Context: an optimization exercise on an open-source flow, tuned for small area. The choices shown serve that exercise and are no tape-out recipe.
Only simulation tests tie the RTL to the original design; equivalence was not proved.

==> flow/config.mk <==
export PLATFORM = sky130hd
export DESIGN_NAME = conv_top
export DESIGN_NICKNAME = conv_top
export VERILOG_FILES = /design/flow/design.v
export SDC_FILE = /design/flow/constraint.sdc
export NUM_CORES = 4
export LEC_CHECK = 0
export ABC_AREA = 1
export CAP_MARGIN = 20
export CORE_MARGIN = 2
export CORE_UTILIZATION = 55
export CTS_CLUSTER_DIAMETER = 50
export CTS_CLUSTER_SIZE = 10
export SLEW_MARGIN = 20
==> flow/constraint.sdc <==
create_clock -name core_clock -period 12.5 [get_ports {clk}]
set_input_delay 2.5000 -clock core_clock [delete_from_list [all_inputs] [get_ports {clk}]]
set_output_delay 2.5000 -clock core_clock [all_outputs]
set_load 0.01 [all_outputs]
==> flow/design.v <==
`default_nettype none
package conv_pkg;
    localparam int PIX_W    = 20;    
    localparam int FRAC_W   = 16;
    localparam int ACC_W    = 40;    
    localparam int ADDR_W   = 12;    
    localparam int NUM_TAPS = 9;     
    typedef logic signed [PIX_W-1:0] pix_t;
    function automatic logic [PIX_W-1:0] kernel_w(input logic kernel, input logic [3:0] index);
        logic [PIX_W-1:0] w;
        case ({kernel, index})
            5'h00: w = 20'h0A89E;  5'h01: w = 20'h092D5;  5'h02: w = 20'h06D43;
            5'h03: w = 20'h01004;  5'h04: w = 20'hF8F71;  5'h05: w = 20'hF6E54;
            5'h06: w = 20'hFA6D7;  5'h07: w = 20'hFC834;  5'h08: w = 20'hFAC19;
            5'h10: w = 20'hFDB55;  5'h11: w = 20'h02992;  5'h12: w = 20'hFC994;
            5'h13: w = 20'h050FD;  5'h14: w = 20'h02F20;  5'h15: w = 20'h0202D;
            5'h16: w = 20'h03BD7;  5'h17: w = 20'hFD369;  5'h18: w = 20'h05E68;
            default: w = '0;
        endcase
        kernel_w = w;
    endfunction
    function automatic logic [PIX_W-1:0] kernel_bias(input logic kernel);
        kernel_bias = kernel ? 20'hF7295 : 20'h01310;
    endfunction
    localparam logic [2:0] SEL_NONE  = 3'd0;
    localparam logic [2:0] SEL_L0_K0 = 3'd1;    
    localparam logic [2:0] SEL_L0_K1 = 3'd2;
    localparam logic [2:0] SEL_L1_K0 = 3'd3;    
    localparam logic [2:0] SEL_L1_K1 = 3'd4;
    typedef struct packed {
        pix_t       pixel;    
        logic [3:0] index;    
        logic       valid;
        logic       first;    
        logic       last;     
    } tap_t;
    typedef struct packed {
        pix_t              data;
        logic [ADDR_W-1:0] waddr;
        logic              kernel;
        logic              valid;
    } pool_t;
endpackage
`default_nettype wire
`default_nettype none
module conv_mac
#(
    parameter int          ACCW = 25,
    parameter logic [19:0] BC   = '0      
) (
    input  wire        clk,
    input  wire [19:0] x,
    input  wire        en,       
    input  wire        neg,      
    input  wire        bias,     
    input  wire        clr,      
    input  wire        sh,       
    output logic [19:0] res
);
    logic [ACCW-1:0] acc;
    logic [19:0]     xo;
    logic [ACCW-1:0] a, b, s;
    logic [ACCW:0]   c;
    logic            pos, ngx, one;
    assign pos = en & ~neg;      
    assign ngx = en &  neg;      
    assign one = ~en & neg;      
    assign xo  = (x & {20{pos}}) | (~x & {20{ngx}}) | {20{one}} | (BC & {20{bias}});
    always_comb begin
        for (int i = 0; i < ACCW; i++) begin
            a[i] = acc[i];
            b[i] = (i < 20) ? xo[i] : xo[19];
        end
        c[0] = neg;
        for (int i = 0; i < ACCW; i++) begin
            s[i]   = a[i] ^ b[i] ^ c[i];
            c[i+1] = (a[i] & b[i]) | (c[i] & (a[i] ^ b[i]));
        end
    end
    logic [ACCW-1:0] accn;
    always_ff @(posedge clk) begin
        accn <= ~(clr ? '0 : sh ? {s[ACCW-1], s[ACCW-1:1]} : s);
    end
    assign acc = ~accn;
    assign res = acc[19:0];
endmodule
`default_nettype wire
`default_nettype none
module conv_rom_a (
    input  wire [6:0] c,
    output logic [7:0] o
);
  logic new_n16, new_n17, new_n18, new_n19, new_n20, new_n21, new_n22,
    new_n23, new_n24, new_n25, new_n26, new_n27, new_n28, new_n29, new_n30,
    new_n31, new_n32, new_n33, new_n34, new_n35, new_n36, new_n37, new_n38,
    new_n39, new_n40, new_n41, new_n42, new_n43, new_n44, new_n45, new_n46,
    new_n47, new_n48, new_n49, new_n50, new_n51, new_n52, new_n53, new_n54,
    new_n55, new_n56, new_n57, new_n58, new_n59, new_n60, new_n61, new_n62,
    new_n63, new_n64, new_n65, new_n66, new_n67, new_n69, new_n70, new_n71,
    new_n72, new_n73, new_n74, new_n75, new_n76, new_n78, new_n79, new_n80,
    new_n81, new_n82, new_n83, new_n84, new_n85, new_n86, new_n87, new_n88,
    new_n89, new_n90, new_n91, new_n92, new_n93, new_n94, new_n95, new_n96,
    new_n97, new_n98, new_n100, new_n101, new_n102, new_n103, new_n104,
    new_n105, new_n106, new_n107, new_n108, new_n109, new_n110, new_n111,
    new_n112, new_n113, new_n114, new_n115, new_n116, new_n118, new_n119,
    new_n120, new_n121, new_n122, new_n123, new_n124, new_n126, new_n127,
    new_n128, new_n129, new_n130, new_n131, new_n132, new_n133, new_n134,
    new_n135, new_n136, new_n137, new_n138, new_n139, new_n140, new_n141,
    new_n142, new_n143, new_n144, new_n145, new_n146, new_n147, new_n148,
    new_n149, new_n150, new_n151, new_n152, new_n153, new_n155, new_n156,
    new_n157, new_n158, new_n159, new_n160;
  assign new_n16 = ~c[4] & c[3];
  assign new_n17 = c[5] & c[0];
  assign new_n18 = ~c[1] & new_n17;
  assign new_n19 = new_n16 & new_n18;
  assign new_n20 = c[4] & ~c[1];
  assign new_n21 = ~new_n17 & new_n20;
  assign new_n22 = ~new_n19 & ~new_n21;
  assign new_n23 = ~c[2] & ~new_n22;
  assign new_n24 = ~c[5] & ~c[0];
  assign new_n25 = ~new_n17 & ~new_n24;
  assign new_n26 = c[2] & ~c[1];
  assign new_n27 = ~c[5] & c[1];
  assign new_n28 = ~new_n26 & ~new_n27;
  assign new_n29 = ~new_n25 & ~new_n28;
  assign new_n30 = ~c[4] & ~c[3];
  assign new_n31 = c[5] & c[3];
  assign new_n32 = ~new_n30 & ~new_n31;
  assign new_n33 = ~c[1] & ~c[0];
  assign new_n34 = ~c[4] & ~new_n33;
  assign new_n35 = ~new_n32 & ~new_n34;
  assign new_n36 = new_n29 & new_n35;
  assign new_n37 = ~c[5] & c[0];
  assign new_n38 = c[1] & ~new_n37;
  assign new_n39 = c[2] & new_n38;
  assign new_n40 = new_n32 & new_n39;
  assign new_n41 = c[4] & c[0];
  assign new_n42 = ~c[3] & c[1];
  assign new_n43 = ~new_n41 & new_n42;
  assign new_n44 = new_n25 & new_n43;
  assign new_n45 = ~new_n40 & ~new_n44;
  assign new_n46 = ~new_n36 & new_n45;
  assign new_n47 = ~new_n23 & new_n46;
  assign new_n48 = ~c[3] & new_n17;
  assign new_n49 = ~c[1] & ~new_n48;
  assign new_n50 = ~new_n26 & ~new_n41;
  assign new_n51 = ~new_n49 & ~new_n50;
  assign new_n52 = c[1] & ~c[0];
  assign new_n53 = ~c[4] & new_n52;
  assign new_n54 = c[2] & c[1];
  assign new_n55 = ~c[5] & ~new_n54;
  assign new_n56 = new_n30 & new_n55;
  assign new_n57 = new_n53 & ~new_n56;
  assign new_n58 = ~new_n51 & ~new_n57;
  assign new_n59 = ~c[4] & new_n25;
  assign new_n60 = c[3] & c[2];
  assign new_n61 = new_n59 & new_n60;
  assign new_n62 = ~c[2] & ~c[1];
  assign new_n63 = ~new_n17 & new_n30;
  assign new_n64 = new_n62 & new_n63;
  assign new_n65 = ~c[6] & ~new_n64;
  assign new_n66 = ~new_n61 & new_n65;
  assign new_n67 = new_n58 & new_n66;
  assign o[7] = new_n47 & new_n67;
  assign new_n69 = c[2] & c[0];
  assign new_n70 = c[5] & c[2];
  assign new_n71 = ~c[0] & ~new_n70;
  assign new_n72 = ~new_n69 & ~new_n71;
  assign new_n73 = new_n25 & new_n72;
  assign new_n74 = c[1] & ~new_n73;
  assign new_n75 = new_n59 & new_n74;
  assign new_n76 = new_n47 & ~new_n75;
  assign o[6] = ~c[6] & ~new_n76;
  assign new_n78 = new_n26 & new_n37;
  assign new_n79 = ~new_n38 & ~new_n78;
  assign new_n80 = new_n16 & ~new_n79;
  assign new_n81 = c[3] & ~new_n24;
  assign new_n82 = ~c[3] & ~new_n18;
  assign new_n83 = ~new_n59 & new_n82;
  assign new_n84 = ~new_n81 & ~new_n83;
  assign new_n85 = ~new_n80 & ~new_n84;
  assign new_n86 = new_n16 & new_n79;
  assign new_n87 = c[2] & ~new_n86;
  assign new_n88 = ~new_n85 & ~new_n87;
  assign new_n89 = ~c[3] & c[2];
  assign new_n90 = new_n33 & new_n89;
  assign new_n91 = new_n17 & new_n26;
  assign new_n92 = c[5] & ~c[2];
  assign new_n93 = ~c[0] & ~new_n92;
  assign new_n94 = new_n28 & new_n93;
  assign new_n95 = ~new_n91 & ~new_n94;
  assign new_n96 = ~new_n90 & new_n95;
  assign new_n97 = c[4] & ~new_n96;
  assign new_n98 = ~new_n88 & ~new_n97;
  assign o[5] = ~c[6] & ~new_n98;
  assign new_n100 = c[6] & new_n56;
  assign new_n101 = ~new_n24 & new_n74;
  assign new_n102 = c[4] & new_n101;
  assign new_n103 = ~new_n53 & ~new_n102;
  assign new_n104 = ~c[5] & ~new_n103;
  assign new_n105 = c[3] & c[1];
  assign new_n106 = new_n92 & new_n105;
  assign new_n107 = ~c[6] & ~new_n90;
  assign new_n108 = ~new_n106 & new_n107;
  assign new_n109 = new_n16 & new_n28;
  assign new_n110 = c[3] & c[0];
  assign new_n111 = c[4] & ~new_n42;
  assign new_n112 = ~new_n110 & new_n111;
  assign new_n113 = ~new_n109 & ~new_n112;
  assign new_n114 = new_n108 & new_n113;
  assign new_n115 = ~o[5] & new_n114;
  assign new_n116 = ~new_n104 & new_n115;
  assign o[4] = new_n100 | new_n116;
  assign new_n118 = new_n24 & new_n26;
  assign new_n119 = ~c[4] & ~new_n118;
  assign new_n120 = ~c[3] & new_n29;
  assign new_n121 = ~c[0] & new_n106;
  assign new_n122 = c[4] & ~new_n121;
  assign new_n123 = ~new_n120 & new_n122;
  assign new_n124 = ~new_n119 & ~new_n123;
  assign o[3] = new_n65 & ~new_n124;
  assign new_n126 = ~new_n23 & ~new_n118;
  assign new_n127 = ~c[3] & new_n95;
  assign new_n128 = ~c[5] & new_n54;
  assign new_n129 = ~new_n33 & ~new_n128;
  assign new_n130 = c[4] & ~new_n129;
  assign new_n131 = ~new_n127 & new_n130;
  assign new_n132 = new_n73 & new_n127;
  assign new_n133 = new_n30 & new_n72;
  assign new_n134 = new_n31 & new_n62;
  assign new_n135 = ~new_n19 & new_n134;
  assign new_n136 = ~new_n80 & ~new_n135;
  assign new_n137 = ~new_n133 & new_n136;
  assign new_n138 = ~new_n132 & new_n137;
  assign new_n139 = ~new_n131 & new_n138;
  assign new_n140 = ~new_n126 & ~new_n139;
  assign new_n141 = new_n95 & ~new_n101;
  assign new_n142 = ~c[5] & c[3];
  assign new_n143 = ~new_n141 & new_n142;
  assign new_n144 = ~new_n27 & new_n89;
  assign new_n145 = new_n119 & new_n144;
  assign new_n146 = ~c[2] & new_n44;
  assign new_n147 = ~new_n16 & ~new_n60;
  assign new_n148 = new_n18 & ~new_n147;
  assign new_n149 = ~new_n146 & ~new_n148;
  assign new_n150 = ~new_n145 & new_n149;
  assign new_n151 = ~new_n102 & new_n150;
  assign new_n152 = ~new_n143 & new_n151;
  assign new_n153 = ~new_n140 & new_n152;
  assign o[2] = ~c[6] & ~new_n153;
  assign new_n155 = ~new_n52 & ~new_n69;
  assign new_n156 = c[1] & new_n70;
  assign new_n157 = new_n30 & ~new_n156;
  assign new_n158 = ~new_n155 & new_n157;
  assign new_n159 = new_n35 & new_n60;
  assign new_n160 = ~c[6] & ~new_n159;
  assign o[1] = ~new_n158 & new_n160;
  assign o[0] = ~c[6] & ~new_n139;
endmodule
`default_nettype wire
`default_nettype none
module conv_rom_b (
    input  wire [6:0] c,
    output logic [7:0] o
);
  logic new_n16, new_n17, new_n18, new_n19, new_n20, new_n21, new_n22,
    new_n23, new_n24, new_n25, new_n26, new_n27, new_n28, new_n29, new_n30,
    new_n31, new_n32, new_n33, new_n34, new_n35, new_n36, new_n37, new_n38,
    new_n39, new_n40, new_n41, new_n42, new_n43, new_n44, new_n46, new_n47,
    new_n48, new_n49, new_n50, new_n51, new_n52, new_n53, new_n54, new_n55,
    new_n56, new_n57, new_n58, new_n60, new_n61, new_n62, new_n63, new_n65,
    new_n66, new_n68;
  assign new_n16 = ~c[2] & ~c[0];
  assign new_n17 = ~c[4] & ~c[3];
  assign new_n18 = new_n16 & ~new_n17;
  assign new_n19 = ~c[5] & ~c[3];
  assign new_n20 = c[4] & ~new_n19;
  assign new_n21 = c[3] & c[2];
  assign new_n22 = ~new_n20 & ~new_n21;
  assign new_n23 = c[5] & c[3];
  assign new_n24 = ~c[0] & ~new_n23;
  assign new_n25 = ~new_n22 & new_n24;
  assign new_n26 = new_n18 & ~new_n25;
  assign new_n27 = c[5] & new_n17;
  assign new_n28 = ~new_n16 & new_n27;
  assign new_n29 = ~c[1] & ~new_n28;
  assign new_n30 = ~new_n26 & new_n29;
  assign new_n31 = c[2] & c[0];
  assign new_n32 = ~new_n16 & ~new_n31;
  assign new_n33 = ~c[5] & ~c[4];
  assign new_n34 = c[5] & ~c[0];
  assign new_n35 = c[3] & ~new_n34;
  assign new_n36 = ~new_n33 & new_n35;
  assign new_n37 = new_n32 & new_n36;
  assign new_n38 = ~c[4] & new_n37;
  assign new_n39 = c[4] & new_n23;
  assign new_n40 = ~new_n19 & ~new_n39;
  assign new_n41 = new_n31 & ~new_n40;
  assign new_n42 = c[1] & ~new_n25;
  assign new_n43 = ~new_n41 & new_n42;
  assign new_n44 = ~new_n38 & new_n43;
  assign o[7] = ~new_n30 & ~new_n44;
  assign new_n46 = new_n32 & ~new_n36;
  assign new_n47 = new_n20 & ~new_n46;
  assign new_n48 = ~new_n17 & new_n31;
  assign new_n49 = ~new_n20 & ~new_n48;
  assign new_n50 = ~c[1] & ~new_n49;
  assign new_n51 = ~new_n47 & new_n50;
  assign new_n52 = c[0] & new_n27;
  assign new_n53 = ~new_n37 & ~new_n52;
  assign new_n54 = c[1] & ~new_n53;
  assign new_n55 = c[4] & c[1];
  assign new_n56 = ~c[5] & ~new_n55;
  assign new_n57 = new_n18 & new_n56;
  assign new_n58 = ~new_n54 & ~new_n57;
  assign o[6] = new_n51 | ~new_n58;
  assign new_n60 = c[6] & ~c[4];
  assign new_n61 = new_n19 & new_n60;
  assign new_n62 = ~c[2] & new_n61;
  assign new_n63 = c[1] & c[0];
  assign o[2] = new_n62 & ~new_n63;
  assign new_n65 = c[1] & o[2];
  assign new_n66 = ~c[1] & new_n61;
  assign o[4] = new_n32 & new_n66;
  assign new_n68 = new_n62 & ~o[4];
  assign o[5] = ~new_n65 & new_n68;
  assign o[0] = new_n31 & new_n66;
  assign o[3] = new_n65 | o[0];
  assign o[1] = ~o[5];
endmodule
`default_nettype wire
`default_nettype none
module conv_top
#(
    parameter int IMG_BITS = 6    
) (
    input  wire               clk,
    input  wire               rst,
    input  wire               ready,
    input  wire [19:0]        idata,
    input  wire [19:0]        cdata_rd,
    output logic              busy,
    output logic              cwr,
    output logic              crd,
    output logic [11:0]       iaddr,
    output logic [11:0]       caddr_wr,
    output logic [11:0]       caddr_rd,
    output logic [19:0]       cdata_wr,
    output logic [2:0]        csel
);
    logic [7-1:0]     cyc;        
    logic [11:0]     pix;        
    logic            flag;       
    logic rm, rp, cm, cp, p0, q0, p1, q1;
    logic sh0, sh1, wr, rd, pw, kb, pb, lc;
    logic [8-1:0] rom_a, ctl;
    logic [8-1:0] rom_b;
    logic [7-1:0] cyc_nx;
    conv_rom_a u_rom_a (.c (cyc_nx), .o (rom_a));
    conv_rom_b u_rom_b (.c (cyc), .o (rom_b));
    assign {rm, rp, cm, cp, p0, q0, p1, q1} = ctl;
    assign {sh0, sh1, wr, rd, pw, kb, pb, lc} = rom_b;
    logic [9:0]      blk_nx;
    logic [1:0]      sub_nx;
    logic [11:0]     pix_inc;
    logic            blk_adv, img_end;
    assign blk_adv = lc & pix[1] & pix[0];
    assign img_end = blk_adv & (pix[11:2] == 10'h200);
    assign sub_nx  = {pix[1] ^ (lc & pix[0]), pix[0] ^ lc};
    assign blk_nx  = {pix[10:2], ~(pix[11] ^ pix[8]) ^ (pix[10:2] == 9'h1FF)};
    assign pix_inc = {blk_adv ? blk_nx : pix[11:2], sub_nx};
    logic [7:0]   cc;         
    logic [7-1:0] cyc_inc;
    always_comb begin
        cc[0] = 1'b1;
        for (int i = 0; i < 7; i++) begin
            cyc_inc[i] = cyc[i] ^ cc[i];
            cc[i+1]    = cyc[i] & cc[i];
        end
    end
    always_ff @(posedge clk or posedge rst) begin
        if (rst)
            busy <= 1'b0;
        else if (busy)
            busy <= !img_end;
        else
            busy <= ready;
    end
    assign cyc_nx = (busy && !lc) ? cyc_inc : '0;
    always_ff @(posedge clk) begin
        cyc <= cyc_nx;
        ctl <= rom_a;
        pix <= busy ? pix_inc : 12'd0;
    end
    logic [5:0] row, col, nrow, ncol;
    logic [6:0] rt, ct;
    logic       pad;
    assign row = {pix[11:7], pix[1]};
    assign col = {pix[6:2],  pix[0]};
    always_comb begin
        rt[0] = rm | rp;
        ct[0] = cm | cp;
        for (int i = 0; i < 6; i++) begin
            nrow[i]  = row[i] ^ rt[i];
            ncol[i]  = col[i] ^ ct[i];
            rt[i+1]  = rt[i] & (row[i] ^ rm);
            ct[i+1]  = ct[i] & (col[i] ^ cm);
        end
    end
    assign pad   = rt[6] | ct[6];    
    assign iaddr = {nrow, ncol};
    logic        en0, en1;
    logic [19:0] res0, res1;
    logic nz0, ng0, bs0, nz1, ng1, bs1;
    assign nz0 = p0;
    assign ng0 = p0 & q0;
    assign bs0 = ~p0 & q0;
    assign nz1 = p1;
    assign ng1 = p1 & q1;
    assign bs1 = ~p1 & q1;
    assign en0 = nz0 & ~pad;
    assign en1 = nz1 & ~pad;
    logic clr;
    assign clr = lc | ~busy;    
    conv_mac #(.ACCW(23), .BC(20'h02621)) u_mac0 (
        .clk (clk), .x (idata), .en (en0), .neg (ng0), .bias (bs0),
        .clr (clr), .sh (sh0), .res (res0)
    );
    conv_mac #(.ACCW(23), .BC(20'hEE52B)) u_mac1 (
        .clk (clk), .x (idata), .en (en1), .neg (ng1), .bias (bs1),
        .clr (clr), .sh (sh1), .res (res1)
    );
    logic [18:0] val;
    logic [19:0] gc;             
    logic        k0, k1;
    assign k0  = ~kb & ~res0[19];                    
    assign k1  =  kb & ~res1[19];
    assign val = (res0[18:0] & {19{k0}}) | (res1[18:0] & {19{k1}});
    always_comb begin
        gc[0] = 1'b0;
        for (int i = 0; i < 19; i++)
            gc[i+1] = (val[i] & ~cdata_rd[i]) | (gc[i] & (val[i] | ~cdata_rd[i]));
    end
    always_ff @(posedge clk) begin
        if (rd)
            flag <= gc[19] || (pix[1:0] == 2'd0);    
    end
    assign cwr      = busy && (wr || (pw && flag));
    assign crd      = busy && rd;
    assign csel     = {pb & kb, pb ^ kb, ~kb};
    assign caddr_rd = {2'b00, pix[11:7], pix[6:2]};
    assign caddr_wr = pb ? caddr_rd : {pix[11:7], pix[1], pix[6:2], pix[0]};
    assign cdata_wr = {1'b0, val};
endmodule
`default_nettype wire
==> flow/flow/run.sh <==
#!/bin/bash
set -euo pipefail
rm -rf scripts_area
cp -r "$FLOW_HOME/scripts" scripts_area
cp flow/abc_area.script scripts_area/abc_area.script
export BUFFER_PORTS_ARGS="-buffer_cell sky130_fd_sc_hd__buf_1"
export CTS_ARGS="-sink_clustering_enable -repair_clock_nets -sink_clustering_size 10 -sink_clustering_max_diameter 50 -dont_use_dummy_load"
bash standard.sh ABC_AREA=1 SCRIPTS_DIR="$PWD/scripts_area" > standard.log 2>&1
==> flow/flow/abc_area.script <==
strash
&get -n
&deepsyn -T 60
&put
dch -f
amap -m
topo
==> flow/standard.sh <==
#!/bin/bash
# synth_recipe.tcl (not shown) runs the flow's synth.tcl, then flattens the netlist and writes it again
# the make line also repeats each setting of config.mk as NAME=value (left out here)
make -C /OpenROAD-flow-scripts/flow DESIGN_CONFIG=/design/flow/config.mk WORK_HOME=/design/flow/orfs CLKGATE_MAP_FILE= SYNTH_SCRIPT=/design/flow/synth_recipe.tcl "${@:-finish}"
==> summary.txt, run 1 <==
Crit Path Max Fanout 3; Min-Delay Path Class register to register; Post-CTS Hold Buffers 0; Antenna diodes 0; status timing/DRC/antenna clean; fin cells between 800 and 900; cell family with most CP delay adder cells; CP peak stage delay roughly 0.44 ns; CP arrival 12.25 ns; critical path launch point idata[0]; layout cell share with drive strength beyond 1 approximately 5.4%; hold_sp u_mac1.accn[22]$_DFF_P_; vias in the first global route about 5100; Clock Skew roughly 0.038 ns; I/O Buffers 100; clock sinks 75; final hold vios 0; # nets final roughly 870; period utilization between 90% and 100%; global placer's final weighted congestion between 0.9 and 1; reg-to-reg slack, setup 1.00 ns; initial antenna violation count 0; Stages on worst setup path 33; setup violators final 0; CP most frequent cell fa_1; drt via density 5.89; Total GRT Usage around 29%; grt ovf 0; Skew-Pair Late Insertion Delay between 0.3 and 0.4 ns; worst r2r path cells 39; wire per inst around 16 µm; area of the core roughly 9300 µm²; relative slew slack 34.8%; Detailed Place HPWL 11.0 mm; max-cap check violation count 0; clock-pin slew of the registers on the worst-case setup and hold paths about 0.070 ns; DIE WIDTH 102 µm; CTS tree done; Seq cells post-synth between 70 and 80; commonest non-fill, non-tap cell in the layout nor2_1; first-pass GRT wire length approximately 23 mm; Max Slew Vio Count 0; post-synthesis sequential area ratio 28.7%; Worst-Margin Slew between 0.9 and 1 ns; Max Clk Rate 83.0 MHz; CTS Buf Count 9; RSZ-0062 raised after global routing false; Routed WL around 15 mm; CTS root buf clkbuf_8; Iter 0 DRT Violations 207; H-tree levels 3; vias 5268; syn_area_per_cell a little over 8 µm²; largest net degree at the start of global routing 23; full die area 10400 µm²; Data required, critical path 12.71 ns; placed cells between 800 and 900; r2r startpoint pix[7]$_SDFFE_PN0P_; hold depth 2; Initial Utilization 56.8%; synthesis-to-finish area growth 13.4%; cell row count 35; Tmin final around 12 ns; Setup CP Type input pin to register; Buf/Inv on CP 5; post-route ant nets 0; Yosys Warn Count 3; DRC Markers 0; num ports around 110; Die Ht 102 µm; most frequent cells in the layout 114 x nor2_1, 104 x clkinv_1, 100 x buf_1; Worst Setup Start Kind input pin; 1st-pass router iterations 5; crit end category register; Slowest-stage cell, CP fa_1; post-synth cell types 39; CTS Buffer Depth 2; Synth Cell Area 5280 µm²; Cells after Synth ~660
## repair_timing
action	4_1_cts	5_1_grt
pin swaps	0	0
gates resized for setup	7	14
endpoints found under the setup margin	4	6
cloned	0	0
setup buffers	0	0
## final timing paths
check | end
hold reg to reg | u_mac1.accn[22]$_DFF_P_
min in group asynchronous | busy$_DFF_PP0_
setup reg to reg | u_mac0.accn[21]$_DFF_P_
setup / recovery | u_mac0.accn[21]$_DFF_P_
hold / removal | u_mac1.accn[22]$_DFF_P_
max in group asynchronous | busy$_DFF_PP0_
## metrics by stage
stage	TNS (ns)	utilization [%]	instance area, µm²	hold WS, ns	setup WS [ns]
after detailed placement	-2.15	62.6	5810	0.578	-0.519
final	0	64.5	5980	0.581	0.458
after CTS	0	64.1	5950	0.597	0.0114
after floorplan	0	-	5280	0.510	0.0586
after global routing	0	64.5	5980	0.641	0.0418
after global placement	-1.43	62.6	5810	0.570	-0.381
## Yosys cell counts
cell type,number,area [µm²]
nand4_1,1,6.26
a211oi_1,1,7.51
o21a_1,5,37.5
a22oi_1,2,15.0
a21oi_1,36,180
o221ai_1,3,26.3
nor2b_1,2,12.5
or2_0,4,25.0
o311ai_0,1,8.76
o21ai_0,20,100
fa_1,44,881
o211ai_1,3,22.5
nor3_1,19,95.1
ha_1,12,150
a222oi_1,1,10.0
o41ai_1,2,17.5
o22a_1,45,394
a2111oi_0,3,26.3
nand3_1,6,30.0
dfrtp_1,1,25.0
nor2_1,114,428
clkinv_1,105,394
a211o_1,1,8.76
buf_4,13,97.6
nand2_1,36,135
dfxtp_1,73,1460
o22ai_1,67,419
a221o_1,2,20.0
nor4_1,10,62.6
or3_1,2,12.5
a31oi_1,11,68.8
a32oi_1,1,8.76
o21bai_1,1,7.51
a311o_1,1,10.0
conb_1,1,3.75
a21o_1,1,7.51
edfxtp_1,1,30.0
a221oi_1,2,17.5
and3_1,2,12.5
## tightest hold or removal path: cells and delay by family, from the launching register on
kind               cells  cell delay (ns)
DFF                    1             0.33
AOI/OAI and AO/OA      2             0.21
## kinds of logic after synthesis
logic type | after synthesis | share of synthesized area (%)
buffers and inverters | 118 | 9.32
adders and majority gates | 56 | 19.5
AOI/OAI and AO/OA | 209 | 26.8
other | 1 | 0.0711
and+or+nand+nor | 196 | 15.5
DFF | 75 | 28.7
## per-layer routing
| metal | up-vias | track usage, % | wire length (µm) | part of all wire [%] |
|---|---|---|---|---|
| met5 | - | 0 | 0 | 0 |
| met4 | 0 | 11.6 | 392 | 2.7 |
| met3 | 34 | 4.04 | 955 | 6.6 |
| met2 | 224 | 51.6 | 7330 | 50 |
| met1 | 2465 | 34.3 | 5890 | 40 |
| li1 | 2545 | - | - | - |
## registers in the layout (all words and copies together) (netlist names)
name,count
u_mac0.accn,23
cyc,7
pix,12
busy,1
u_mac1.accn,23
flag,1
ctl,8
## layout make-up
class,instances,area [µm²]
clock buffers,9,124
multi-input cells,464,3320
inverters,105,394
fillers,860,3300
flip-flops and latches,75,1520
well taps,129,161
repair buffers,112,465
==> inputs of run 2 (changes only) <==
--- a/flow/design.v
+++ b/flow/design.v
@@ -59,7 +59,7 @@
 );
     logic [ACCW-1:0] acc;
     logic [19:0]     xo;
-    logic [ACCW-1:0] a, b, s;
+    logic [ACCW-1:0] sa, a, b, s;
     logic [ACCW:0]   c;
     logic            pos, ngx, one;
     assign pos = en & ~neg;      
@@ -68,7 +68,7 @@
     assign xo  = (x & {20{pos}}) | (~x & {20{ngx}}) | {20{one}} | (BC & {20{bias}});
     always_comb begin
         for (int i = 0; i < ACCW; i++) begin
-            a[i] = acc[i];
+            a[i] = sh ? sa[i] : acc[i];
             b[i] = (i < 20) ? xo[i] : xo[19];
         end
         c[0] = neg;
@@ -79,10 +79,11 @@
     end
     logic [ACCW-1:0] accn;
     always_ff @(posedge clk) begin
-        accn <= ~(clr ? '0 : sh ? {s[ACCW-1], s[ACCW-1:1]} : s);
+        accn <= ~(clr ? '0 : s);
     end
     assign acc = ~accn;
-    assign res = acc[19:0];
+    assign sa  = {acc[ACCW-1], acc[ACCW-1:1]};
+    assign res = acc[20:1];
 endmodule
 `default_nettype wire
 `default_nettype none
@@ -266,66 +267,65 @@
   logic new_n16, new_n17, new_n18, new_n19, new_n20, new_n21, new_n22,
     new_n23, new_n24, new_n25, new_n26, new_n27, new_n28, new_n29, new_n30,
     new_n31, new_n32, new_n33, new_n34, new_n35, new_n36, new_n37, new_n38,
-    new_n39, new_n40, new_n41, new_n42, new_n43, new_n44, new_n46, new_n47,
+    new_n39, new_n40, new_n41, new_n43, new_n44, new_n45, new_n46, new_n47,
     new_n48, new_n49, new_n50, new_n51, new_n52, new_n53, new_n54, new_n55,
-    new_n56, new_n57, new_n58, new_n60, new_n61, new_n62, new_n63, new_n65,
-    new_n66, new_n68;
-  assign new_n16 = ~c[2] & ~c[0];
-  assign new_n17 = ~c[4] & ~c[3];
-  assign new_n18 = new_n16 & ~new_n17;
-  assign new_n19 = ~c[5] & ~c[3];
-  assign new_n20 = c[4] & ~new_n19;
-  assign new_n21 = c[3] & c[2];
-  assign new_n22 = ~new_n20 & ~new_n21;
-  assign new_n23 = c[5] & c[3];
-  assign new_n24 = ~c[0] & ~new_n23;
-  assign new_n25 = ~new_n22 & new_n24;
-  assign new_n26 = new_n18 & ~new_n25;
-  assign new_n27 = c[5] & new_n17;
-  assign new_n28 = ~new_n16 & new_n27;
-  assign new_n29 = ~c[1] & ~new_n28;
-  assign new_n30 = ~new_n26 & new_n29;
-  assign new_n31 = c[2] & c[0];
-  assign new_n32 = ~new_n16 & ~new_n31;
-  assign new_n33 = ~c[5] & ~c[4];
-  assign new_n34 = c[5] & ~c[0];
-  assign new_n35 = c[3] & ~new_n34;
-  assign new_n36 = ~new_n33 & new_n35;
-  assign new_n37 = new_n32 & new_n36;
-  assign new_n38 = ~c[4] & new_n37;
-  assign new_n39 = c[4] & new_n23;
-  assign new_n40 = ~new_n19 & ~new_n39;
-  assign new_n41 = new_n31 & ~new_n40;
-  assign new_n42 = c[1] & ~new_n25;
-  assign new_n43 = ~new_n41 & new_n42;
-  assign new_n44 = ~new_n38 & new_n43;
-  assign o[7] = ~new_n30 & ~new_n44;
-  assign new_n46 = new_n32 & ~new_n36;
-  assign new_n47 = new_n20 & ~new_n46;
-  assign new_n48 = ~new_n17 & new_n31;
-  assign new_n49 = ~new_n20 & ~new_n48;
-  assign new_n50 = ~c[1] & ~new_n49;
-  assign new_n51 = ~new_n47 & new_n50;
-  assign new_n52 = c[0] & new_n27;
-  assign new_n53 = ~new_n37 & ~new_n52;
-  assign new_n54 = c[1] & ~new_n53;
-  assign new_n55 = c[4] & c[1];
-  assign new_n56 = ~c[5] & ~new_n55;
-  assign new_n57 = new_n18 & new_n56;
+    new_n56, new_n57, new_n58, new_n59, new_n61, new_n62, new_n63, new_n64,
+    new_n66;
+  assign new_n16 = c[1] & c[0];
+  assign new_n17 = ~c[5] & c[4];
+  assign new_n18 = ~c[3] & ~new_n17;
+  assign new_n19 = c[3] & new_n17;
+  assign new_n20 = ~new_n18 & ~new_n19;
+  assign new_n21 = c[4] & ~new_n20;
+  assign new_n22 = new_n16 & new_n21;
+  assign new_n23 = ~c[3] & ~c[0];
+  assign new_n24 = c[3] & c[0];
+  assign new_n25 = ~new_n23 & ~new_n24;
+  assign new_n26 = c[2] & ~c[1];
+  assign new_n27 = new_n25 & new_n26;
+  assign new_n28 = c[1] & new_n23;
+  assign new_n29 = ~new_n27 & ~new_n28;
+  assign new_n30 = c[5] & ~c[4];
+  assign new_n31 = ~new_n29 & new_n30;
+  assign new_n32 = ~c[2] & ~c[1];
+  assign new_n33 = c[0] & new_n32;
+  assign new_n34 = new_n20 & new_n33;
+  assign new_n35 = ~new_n16 & ~new_n32;
+  assign new_n36 = ~c[2] & c[0];
+  assign new_n37 = ~c[5] & c[3];
+  assign new_n38 = ~new_n36 & new_n37;
+  assign new_n39 = ~new_n35 & new_n38;
+  assign new_n40 = ~new_n34 & ~new_n39;
+  assign new_n41 = ~new_n31 & new_n40;
+  assign o[7] = new_n22 | ~new_n41;
+  assign new_n43 = c[2] & c[1];
+  assign new_n44 = ~new_n29 & ~new_n43;
+  assign new_n45 = new_n21 & new_n44;
+  assign new_n46 = c[5] & ~c[1];
+  assign new_n47 = ~new_n43 & ~new_n46;
+  assign new_n48 = ~c[0] & ~new_n47;
+  assign new_n49 = ~c[5] & new_n36;
+  assign new_n50 = ~new_n48 & ~new_n49;
+  assign new_n51 = ~c[4] & c[3];
+  assign new_n52 = ~new_n50 & new_n51;
+  assign new_n53 = new_n26 & new_n48;
+  assign new_n54 = ~new_n21 & new_n53;
+  assign new_n55 = ~new_n25 & new_n43;
+  assign new_n56 = ~new_n33 & ~new_n55;
+  assign new_n57 = new_n17 & ~new_n56;
   assign new_n58 = ~new_n54 & ~new_n57;
-  assign o[6] = new_n51 | ~new_n58;
-  assign new_n60 = c[6] & ~c[4];
-  assign new_n61 = new_n19 & new_n60;
-  assign new_n62 = ~c[2] & new_n61;
-  assign new_n63 = c[1] & c[0];
-  assign o[2] = new_n62 & ~new_n63;
-  assign new_n65 = c[1] & o[2];
-  assign new_n66 = ~c[1] & new_n61;
-  assign o[4] = new_n32 & new_n66;
-  assign new_n68 = new_n62 & ~o[4];
-  assign o[5] = ~new_n65 & new_n68;
-  assign o[0] = new_n31 & new_n66;
-  assign o[3] = new_n65 | o[0];
+  assign new_n59 = ~new_n52 & new_n58;
+  assign o[6] = new_n45 | ~new_n59;
+  assign new_n61 = c[6] & ~c[5];
+  assign new_n62 = new_n18 & new_n61;
+  assign new_n63 = ~c[2] & new_n62;
+  assign new_n64 = ~new_n33 & ~new_n35;
+  assign o[5] = new_n63 & new_n64;
+  assign new_n66 = new_n62 & ~new_n64;
+  assign o[4] = new_n29 & new_n66;
+  assign o[3] = new_n44 & new_n62;
+  assign o[2] = ~new_n16 & new_n63;
+  assign o[0] = new_n27 & new_n62;
   assign o[1] = ~o[5];
 endmodule
 `default_nettype wire
--- a/flow/config.mk
+++ b/flow/config.mk
@@ -11,4 +11,5 @@
 export CORE_UTILIZATION = 55
 export CTS_CLUSTER_DIAMETER = 50
 export CTS_CLUSTER_SIZE = 10
+export GPL_TIMING_DRIVEN = 0
 export SLEW_MARGIN = 20
==> run 2 against run 1 <==
Still clean on timing, DRC and antenna; routed wire length is 4.1% higher; area after synthesis is 0.71% higher; first-iteration DRC count is 55% higher; clock skew is 0.0080 ns lower; maximum frequency is 0.49% higher; critical endpoint is now u_mac1.accn[21]$_DFF_P_; largest cell class unchanged.
==> summary.txt, run 2 <==
max-cap check violation count 0 (unchanged); cell row count 35 (unchanged); Tmin final 11.98 ns (-0.0583 ns); Detailed Place HPWL 11.1 mm (+1.4%); Min-Delay Path Class register to register; first-pass GRT wire length 24.1 mm (+2.9%); met3 wire len 1.17 mm (+23%); H-tree levels 3 (unchanged); Buf/Inv on CP 4 (-1); vias 5481 (+4.0%); Max Slew Vio Count 0 (unchanged); Initial Utilization 57.0% (+0.14 points); period utilization 95.9% (-0.47 points); clock-pin slew of the registers on the worst-case setup and hold paths 0.09 ns (+0.02 ns); largest net degree at the start of global routing 24 (+4.3%); initial antenna violation count 0 (unchanged); clock sinks 75 (unchanged); Clock Skew 0.0301 ns (-0.00802 ns); layout cell share with drive strength beyond 1 3.88% (-1.5 points); Core Util, Final 65.0% (+0.53 points); # nets final 875 (+1.0%); wire per inst 16.8 µm (+3.1%); crit end category register; post-synth cell types 40 (+2.6%); CTS-repair resized insts 0 (-7); relative slew slack 38.4% (+3.6 points); biggest regs u_mac0.accn x23, u_mac1.accn x23, pix x12; num ports 105 (unchanged); largest cells by area after synthesis dfxtp_1 28%, fa_1 17%, o22ai_1 12%, clkinv_1 7.0%, nor2_1 5.7%; post-synthesis sequential area ratio 28.5% (-0.20 points); Slowest-stage cell, CP o21ai_2; Seq cells post-synth 75 (unchanged); Total GRT Usage 29.5% (+0.90 points); Worst-Margin Slew 0.923 ns (-0.0521 ns); # fillers 870 (+1.2%); Skew-Pair Late Insertion Delay 0.36 ns (about the same); CTS Buffer Depth 2 (unchanged); fin cells 903 (+1.0%); cell with the most instances after synthesis o22ai_1; Synth Flop Type dfxtp_1; CTS tree done; Async S/R FF share, synth 1.33% (unchanged); WL met1 6.81 mm (+16%); Routed WL 15.2 mm (+4.1%); area leader, netlist dfxtp_1; setup violators final 0 (unchanged); drt via density 6.07 (+3.0%); multi-input logic area 3370 µm² (+1.5%); status timing/DRC/antenna clean; grt ovf 0 (unchanged); Max Clk Rate 83.4 MHz (+0.49%); postcts setup bufs 0 (unchanged); EDFF count, synth 1 (unchanged); cell family with most CP delay adder cells; full die area 10500 µm² (+0.69%); CP most frequent cell fa_1; final hold vios 0 (unchanged); CP peak stage delay 0.62 ns (+0.18 ns); DRC Markers 0 (unchanged); DIE WIDTH 102 µm (+0.34%); Cells after Synth 661 (+0.92%); global placer's final weighted congestion 0.994 (+2.3%); CTS Buf Count 9 (unchanged); Die Ht 102 µm (+0.34%); Yosys Warn Count 3 (unchanged); commonest non-fill, non-tap cell in the layout o22ai_1; post-synth top area share 27.5% (-0.20 points); syn_area_per_cell 8.04 µm² (-0.20%); Worst Setup Start Kind register; Post-CTS Hold Buffers 0 (unchanged); Iter 0 DRT Violations 320 (+55%); Setup CP Type register to register; routed wl met2 6.99 mm (-4.7%); Crit Path Max Fanout 13 (+10); CP arrival 12.20 ns (-0.05 ns); I/O Buffers 100 (unchanged); 1st-pass router iterations 7 (+2); vias in the first global route 5037 (-1.0%); Antenna diodes 0 (unchanged); DR top layer met4; RSZ-0062 raised after global routing false; area of the core 9330 µm² (+0.47%); placed cells 894 (+1.0%); post-route cell area 6060 µm² (+1.3%); storage element area 1520 µm² (unchanged); Data required, critical path 12.72 ns (about the same); top post-synthesis cells by count 103 x o22ai_1, 99 x clkinv_1, 81 x nor2_1, 75 x nand2_1, 73 x dfxtp_1; post-placement cell area 5940 µm² (+2.2%); Synth Cell Area 5310 µm² (+0.71%); post-route ant nets 0 (unchanged); synthesis-to-finish area growth 14.1%; CTS root buf clkbuf_8; most frequent cells in the layout 103 x o22ai_1, 100 x buf_1, 99 x clkinv_1
## run 2: layout make-up
cell class,instances,area share (%)
multi-input combinational,476,55.6
tap,129,2.66
clock buffer,9,2.04
inverter,99,6.13
timing repair buffer,102,6.89
buffer,13,1.61
sequential,75,25.0
## run 2: cell families (layout without fill, tap and decap cells)
family / Yosys count / after routing / share of synthesized area, %
flip-flops: 75 / 75 / 28.5
adder cells (fa/ha/maj): 56 / 56 / 19.4
buffers and inverters: 112 / 223 / 8.83
AO/OA/AOI/OAI: 223 / 223 / 28.0
AND/OR/NAND/NOR: 194 / 194 / 15.2
other: 1 / 3 / 0.0706
## run 2: worst reg2reg max path: cells and delay by family, from the launching register on
kind                     cells  cell delay (ns)
buffers and inverters        4             0.39
flip-flops                   1             0.43
AO/OA/AOI/OAI                4             1.36
adder cells (fa/ha/maj)     22             8.65
AND/OR/NAND/NOR              6             1.02
## run 2: path summary, 6_finish.rpt
kind | startpoint | end | slack, ns | depth (start not counted)
max in group asynchronous | rst | busy$_DFF_PP0_ | 10.49 | 2
hold reg to reg | pix[4]$_SDFFE_PN0P_ | pix[5]$_SDFFE_PN0P_ | 0.58 | 2
setup reg to reg | pix[1]$_SDFF_PN0_ | u_mac1.accn[21]$_DFF_P_ | 0.52 | 36
setup / recovery | pix[1]$_SDFF_PN0_ | u_mac1.accn[21]$_DFF_P_ | 0.52 | 36
hold / removal | pix[4]$_SDFFE_PN0P_ | pix[5]$_SDFFE_PN0P_ | 0.58 | 2
min in group asynchronous | rst | busy$_DFF_PP0_ | 1.93 | 2
## run 2: stage by stage
stage / setup TNS, ns / worst slack, ns / hold slack (ns)
final: 0 / 0.516 / 0.583
after CTS: 0 / 0.575 / 0.580
after detailed placement: 0 / 0.533 / 0.574
after global routing: 0 / 0.104 / 0.623
after floorplan: 0 / 1.19 / 0.510
after global placement: -0.0769 / -0.0769 / 0.562
## run 2: layer usage
metal  vias to the layer above  global-route usage (%)
met5                         -                       0
met4                         0                    8.62
met3                        27                    4.45
met2                       288                    47.2
met1                      2563                    41.8
li1                       2603                       -
==> inputs of run 3 (changes only) <==
--- a/flow/config.mk
+++ b/flow/config.mk
@@ -11,5 +11,5 @@
 export CORE_UTILIZATION = 55
 export CTS_CLUSTER_DIAMETER = 50
 export CTS_CLUSTER_SIZE = 10
-export GPL_TIMING_DRIVEN = 0
+export GPL_ROUTABILITY_DRIVEN = 0
 export SLEW_MARGIN = 20
==> run 3 against run 2 <==
Worst hold slack lost 0.0092 ns; critical path depth shrank 6; clock-buffer cell count is the same; maximum frequency grew 2.4%; area after synthesis is the same; first-iteration DRC count grew 41%; setup slack gained 0.29 ns; global-route usage shrank 1.2 points; still clean on timing, DRC and antenna.
==> summary.txt, run 3 <==
clock-pin slew of the registers on the worst-case setup and hold paths 0.06 ns (-0.03 ns); DIE WIDTH 102 µm (unchanged); post-route ant nets 0 (unchanged); 1st-pass router iterations 6 (-1); Data required, critical path 12.71 ns (about the same); relative slew slack 45.0% (+6.6 points); Yosys Warn Count 3 (unchanged); wire per inst 16.4 µm (-2.3%); area of the core 9330 µm² (unchanged); EDFF count, synth 1 (unchanged); cell with the most instances after synthesis o22ai_1; Async S/R FF share, synth 1.33% (unchanged); postcts setup bufs 0 (unchanged); cell row count 35 (unchanged); CTS Buffer Depth 2 (unchanged); Seq cells post-synth 75 (unchanged); syn_area_per_cell 8.04 µm² (unchanged); Worst Setup Start Kind input pin; CTS tree done; post-synth cell types 40 (unchanged); clock sinks 75 (unchanged); Min-Delay Path Class register to register; crit end category register; initial antenna violation count 0 (unchanged); CTS-repair resized insts 0 (unchanged); Post-CTS Hold Buffers 0 (unchanged); CTS root buf clkbuf_8; Core Util, Final 63.9% (-1.1 points); layout cell share with drive strength beyond 1 2.61% (-1.3 points); setup TNS 0 ns (unchanged); RSZ-0062 raised after global routing false; Routed WL 14.7 mm (-3.1%); Synth Cell Area 5310 µm² (unchanged); DRC Markers 0 (unchanged); CP most frequent cell fa_1; most frequent cells in the layout 103 x o22ai_1, 100 x buf_1, 99 x clkinv_1; Synth Flop Type dfxtp_1; synthesis-to-finish area growth 12.1%; Setup CP Type input pin to register; H-tree levels 3 (unchanged); CTS Buf Count 9 (unchanged); Skew-Pair Late Insertion Delay 0.35 ns (about the same); area leader, netlist dfxtp_1; grt ovf 0 (unchanged); vias in the first global route 4727 (-6.2%); full die area 10500 µm² (unchanged); Initial Utilization 57.0% (unchanged); setup violators final 0 (unchanged); final hold vios 0 (unchanged); largest cells by area after synthesis dfxtp_1 28%, fa_1 17%, o22ai_1 12%, clkinv_1 7.0%, nor2_1 5.7%; Worst-Margin Slew 0.823 ns (-0.0998 ns); Detailed Place HPWL 10.8 mm (-2.7%); Die Ht 102 µm (unchanged); post-synth top area share 27.5% (unchanged); CP arrival 11.91 ns (-0.29 ns); Max Clk Rate 85.5 MHz (+2.4%); I/O Buffers 100 (unchanged); num ports 105 (unchanged); first-pass GRT wire length 23.0 mm (-4.2%); Slowest-stage cell, CP fa_1; max-cap check violation count 0 (unchanged); largest net degree at the start of global routing 44 (+83%); Iter 0 DRT Violations 452 (+41%); # nets final 868 (-0.80%); Crit Path Max Fanout 3 (-10); commonest non-fill, non-tap cell in the layout o22ai_1; Max Slew Vio Count 0 (unchanged); vias 5361 (-2.2%); Cells after Synth 661 (unchanged); status timing/DRC/antenna clean; Total GRT Usage 28.3% (-1.2 points); top post-synthesis cells by count 103 x o22ai_1, 99 x clkinv_1, 81 x nor2_1, 75 x nand2_1, 73 x dfxtp_1; Antenna diodes 0 (unchanged); biggest regs u_mac0.accn x23, u_mac1.accn x23, pix x12; Tmin final 11.70 ns (-0.285 ns); Clock Skew 0.0270 ns (-0.00313 ns); post-synthesis sequential area ratio 28.5% (unchanged); period utilization 93.6% (-2.3 points); CP peak stage delay 0.43 ns (-0.19 ns); drt via density 5.98 (-1.4%)
run 3: worst paths after layout:
kind                                     startpoint                 endpoint  slack [ns]  cells past startpoint
worst max-delay path                       idata[0]  u_mac0.accn[21]$_DFF_P_        0.80                     30
worst min-delay path            pix[4]$_SDFFE_PN0P_      pix[4]$_SDFFE_PN0P_        0.57                      2
worst max register to register    pix[1]$_SDFF_PN0_  u_mac1.accn[21]$_DFF_P_        0.99                     37
worst min register to register  pix[4]$_SDFFE_PN0P_      pix[4]$_SDFFE_PN0P_        0.57                      2
max in group asynchronous                       rst           busy$_DFF_PP0_       10.45                      2
min in group asynchronous                       rst           busy$_DFF_PP0_        1.97                      2
run 3: worst max-delay path, delay by kind of cell:
family,cells,cell delay [ns]
simple gates,2,0.34
fa+ha+maj,22,8.58
compound gates,1,0.07
buf+inv,5,0.43
run 3: final cells by class:
type	instances	area, µm²
Tap cell	129	161
Sequential cell	75	1520
Clock buffer	9	124
Timing Repair Buffer	108	435
Multi-Input combinational cell	476	3350
Inverter	99	372
Fill cell	877	3370
run 3: per-layer routing:
metal | GRT usage, % | vias to the layer above | wire, µm
met1 | 41.6 | 2471 | 6600
met3 | 4.24 | 32 | 1190
met4 | 8.51 | 0 | 297
met2 | 43.3 | 265 | 6620
li1 | - | 2593 | -
met5 | 0 | - | 0
run 3: through the flow:
stage / hold WS, ns / area (µm²) / setup slack, ns / cells
after floorplan: 0.510 / 5320 / 1.19 / 663
after global placement: 0.558 / 5840 / 0.670 / 887
after detailed placement: 0.569 / 5840 / 0.546 / 887
after CTS: 0.576 / 5960 / 0.828 / 896
after global routing: 0.619 / 5960 / 0.477 / 896
final: 0.574 / 5960 / 0.801 / 896
run 3: kinds of logic (layout without fill, tap and decap cells):
family                   Yosys count  count (layout)  share of synthesized area [%]
AND/OR/NAND/NOR                  194             194                           15.2
buffers and inverters            112             216                           8.83
flip-flops                        75              75                           28.5
other                              1               3                         0.0706
adder cells (fa/ha/maj)           56              56                           19.4
AO/OA/AOI/OAI                    223             223                           28.0
==> inputs of run 4 (changes only) <==
--- a/flow/config.mk
+++ b/flow/config.mk
@@ -11,5 +11,4 @@
 export CORE_UTILIZATION = 55
 export CTS_CLUSTER_DIAMETER = 50
 export CTS_CLUSTER_SIZE = 10
-export GPL_ROUTABILITY_DRIVEN = 0
 export SLEW_MARGIN = 20
==> run 4 against run 3 <==
Setup slack better by 0.064 ns; flip-flop and latch count stayed put.
==> summary.txt, run 4 <==
status timing/DRC/antenna clean; wire per inst 16.5 µm (+0.34%); Max Slew Vio Count 0 (unchanged); cell family with most CP delay adder cells; Buf/Inv on CP 5 (unchanged); reg-to-reg slack, setup 0.89 ns (-0.10 ns); post-synth top area share 27.5% (unchanged); # nets final 869 (+0.12%); CP peak stage delay 0.45 ns (+0.02 ns); largest net degree at the start of global routing 44 (unchanged); Crit Path Max Fanout 3 (unchanged); hold path endpoint pix[5]$_SDFFE_PN0P_; Die Ht 102 µm (unchanged); CTS tree done; DIE WIDTH 102 µm (unchanged); hold depth 2 (unchanged); Clock Skew 0.0271 ns (+0.0000916 ns); Tmin final 11.63 ns (-0.0639 ns); most frequent cells in the layout 103 x o22ai_1, 100 x buf_1, 99 x clkinv_1; Worst Setup Start Kind input pin; clock sinks 75 (unchanged); CP most frequent cell fa_1; global placer's final weighted congestion 0.978; fin cells 897 (+0.11%); vias 5370 (+0.17%); Slowest-stage cell, CP fa_1; Detailed Place HPWL 10.9 mm (+0.49%); initial antenna violation count 0 (unchanged); cell with the most instances after synthesis o22ai_1; 1st-pass router iterations 5 (-1); Min-Delay Path Class register to register; commonest non-fill, non-tap cell in the layout o22ai_1; final hold vios 0 (unchanged); Synth Cell Area 5310 µm² (unchanged); clock-pin slew of the registers on the worst-case setup and hold paths 0.08 ns (+0.02 ns); Yosys Warn Count 3 (unchanged); Setup CP Type input pin to register; Antenna diodes 0 (unchanged); Seq cells post-synth 75 (unchanged); biggest regs u_mac0.accn x23, u_mac1.accn x23, pix x12; Skew-Pair Late Insertion Delay 0.35 ns (about the same); Cells after Synth 661 (unchanged); grt ovf 0 (unchanged); syn_area_per_cell 8.04 µm² (unchanged); synthesis-to-finish area growth 12.3%; RSZ-0062 raised after global routing false; vias in the first global route 4917 (+4.0%); Initial Utilization 57.0% (unchanged); full die area 10500 µm² (unchanged); area of the core 9330 µm² (unchanged); Data required, critical path 12.73 ns (+0.02 ns); post-route cell area 5970 µm² (+0.13%); postcts setup bufs 0 (unchanged); area leader, netlist dfxtp_1; hold_sp pix[4]$_SDFFE_PN0P_; worst r2r path cells 37 (unchanged); CTS Buf Count 9 (unchanged); CTS-repair resized insts 0 (unchanged); DRC Markers 0 (unchanged); first-pass GRT wire length 23.7 mm (+2.8%); largest cells by area after synthesis dfxtp_1 28%, fa_1 17%, o22ai_1 12%, clkinv_1 7.0%, nor2_1 5.7%; post-synthesis sequential area ratio 28.5% (unchanged); num ports 105 (unchanged); max-cap check violation count 0 (unchanged); CTS root buf clkbuf_8; Synth Flop Type dfxtp_1; post-placement cell area 5840 µm² (+0.13%); r2r startpoint pix[1]$_SDFF_PN0_; Post-CTS Hold Buffers 0 (unchanged); Core Util, Final 64.0% (+0.080 points); period utilization 93.1% (-0.51 points); Worst-Margin Slew 0.806 ns (-0.0175 ns); top post-synthesis cells by count 103 x o22ai_1, 99 x clkinv_1, 81 x nor2_1, 75 x nand2_1, 73 x dfxtp_1; Iter 0 DRT Violations 241 (-47%); drt via density 5.99 (about the same); relative slew slack 46.1% (+1.1 points); cell row count 35 (unchanged); setup violators final 0 (unchanged); Routed WL 14.8 mm (+0.46%); CP arrival 11.86 ns (-0.05 ns); crit end category register; layout cell share with drive strength beyond 1 2.73% (+0.13 points); Async S/R FF share, synth 1.33% (unchanged); worst reg2reg endpoint u_mac1.accn[21]$_DFF_P_; EDFF count, synth 1 (unchanged); post-synth cell types 40 (unchanged); I/O Buffers 100 (unchanged); Total GRT Usage 29.0% (+0.69 points); Max Clk Rate 85.9 MHz (+0.55%); H-tree levels 3 (unchanged); CTS Buffer Depth 2 (unchanged); placed cells 888 (+0.11%); post-route ant nets 0 (unchanged); setup TNS 0 ns (unchanged)
## run 4: cell counts after synthesis
No cell type changed its count.
## run 4: worst max-delay path by stage
stage	from	end	slack (ns)	cells after the start
floorplan	idata[0]	u_mac0.accn[21]$_DFF_P_	1.19	29
global placement	idata[0]	u_mac0.accn[21]$_DFF_P_	0.69	30
detailed placement	idata[0]	u_mac0.accn[21]$_DFF_P_	0.59	30
CTS	pix[1]$_SDFF_PN0_	u_mac1.accn[21]$_DFF_P_	0.89	37
global route	pix[1]$_SDFF_PN0_	u_mac1.accn[21]$_DFF_P_	0.32	37
finish	idata[0]	u_mac0.accn[21]$_DFF_P_	0.87	30
## run 4: area by class of cell
type | instances | area, µm²
clock buffers | 9 | 124
fillers | 853 | 3360
inverters | 99 | 372
multi-input cells | 476 | 3350
flip-flops and latches | 75 | 1520
well taps | 129 | 161
repair buffers | 109 | 443
## run 4: worst reg2reg max path: cells and delay by family (launching register included)
kind | cells | cell delay, ns
flops | 1 | 0.44
simple gates | 6 | 0.95
buf+inv | 5 | 0.64
compound gates | 4 | 0.85
fa+ha+maj | 22 | 8.62
## run 4: metrics by stage
stage / hold slack [ns] / setup WS, ns
floorplan: 0.510 / 1.19
global placement: 0.561 / 0.686
detailed placement: 0.570 / 0.586
CTS: 0.567 / 0.892
global route: 0.600 / 0.315
finish: 0.574 / 0.865
## run 4: routing by layer
layer	share of wire, %	routed length, µm	track usage [%]	vias up
met3	7.4	1100	5.34	16
met1	46	6820	42.2	2553
li1	-	-	-	2593
met4	1.1	163	7.90	0
met5	0	0	0	-
met2	45	6700	44.5	208
## run 4: cell families (layout without fill, tap and decap cells)
| family | Yosys count | after routing | synth area share, % |
|---|---|---|---|
| compound gates | 223 | 223 | 28.0 |
| fa+ha+maj | 56 | 56 | 19.4 |
| other cells | 1 | 3 | 0.0706 |
| flops | 75 | 75 | 28.5 |
| simple gates | 194 | 194 | 15.2 |
| buf+inv | 112 | 217 | 8.83 |

==> what the ideal ports hide <==
The results above use ideal ports. As a check the final layouts listed here were re-extracted and re-timed, cells and wires unchanged. Step 1, drivers: a clkbuf_16 drives clk and a buf_2 each remaining input, both assumed. Step 2 adds t to the input delays and takes it off the output delays; t is the mean of the earliest and latest rising clock arrival at the registers after step 1. Input paths then give back, and output paths get back, about the clock's delay inside the block. Three values: ideal ports, drivers, drivers and shift; two values: the first two.
run | t (ns) | setup WS [ns] | worst hold slack (ns)
run 1 | 0.375 | 0.458 / 0.472 / 0.097 | 0.581 / 0.581 / 0.581
run 2 | 0.376 | 0.516 / 0.516 / 0.444 | 0.583 / 0.583 / 0.583
run 3 | 0.377 | 0.801 / 0.809 / 0.432 | 0.574 / 0.574 / 0.574
run 4 | 0.373 | 0.865 / 0.869 / 0.495 | 0.574 / 0.574 / 0.574
After both steps every run listed still meets setup and hold. For run 4, which loses most, drivers alone change the setup slack by +0.004 ns; drivers and shift together by -0.370 ns.
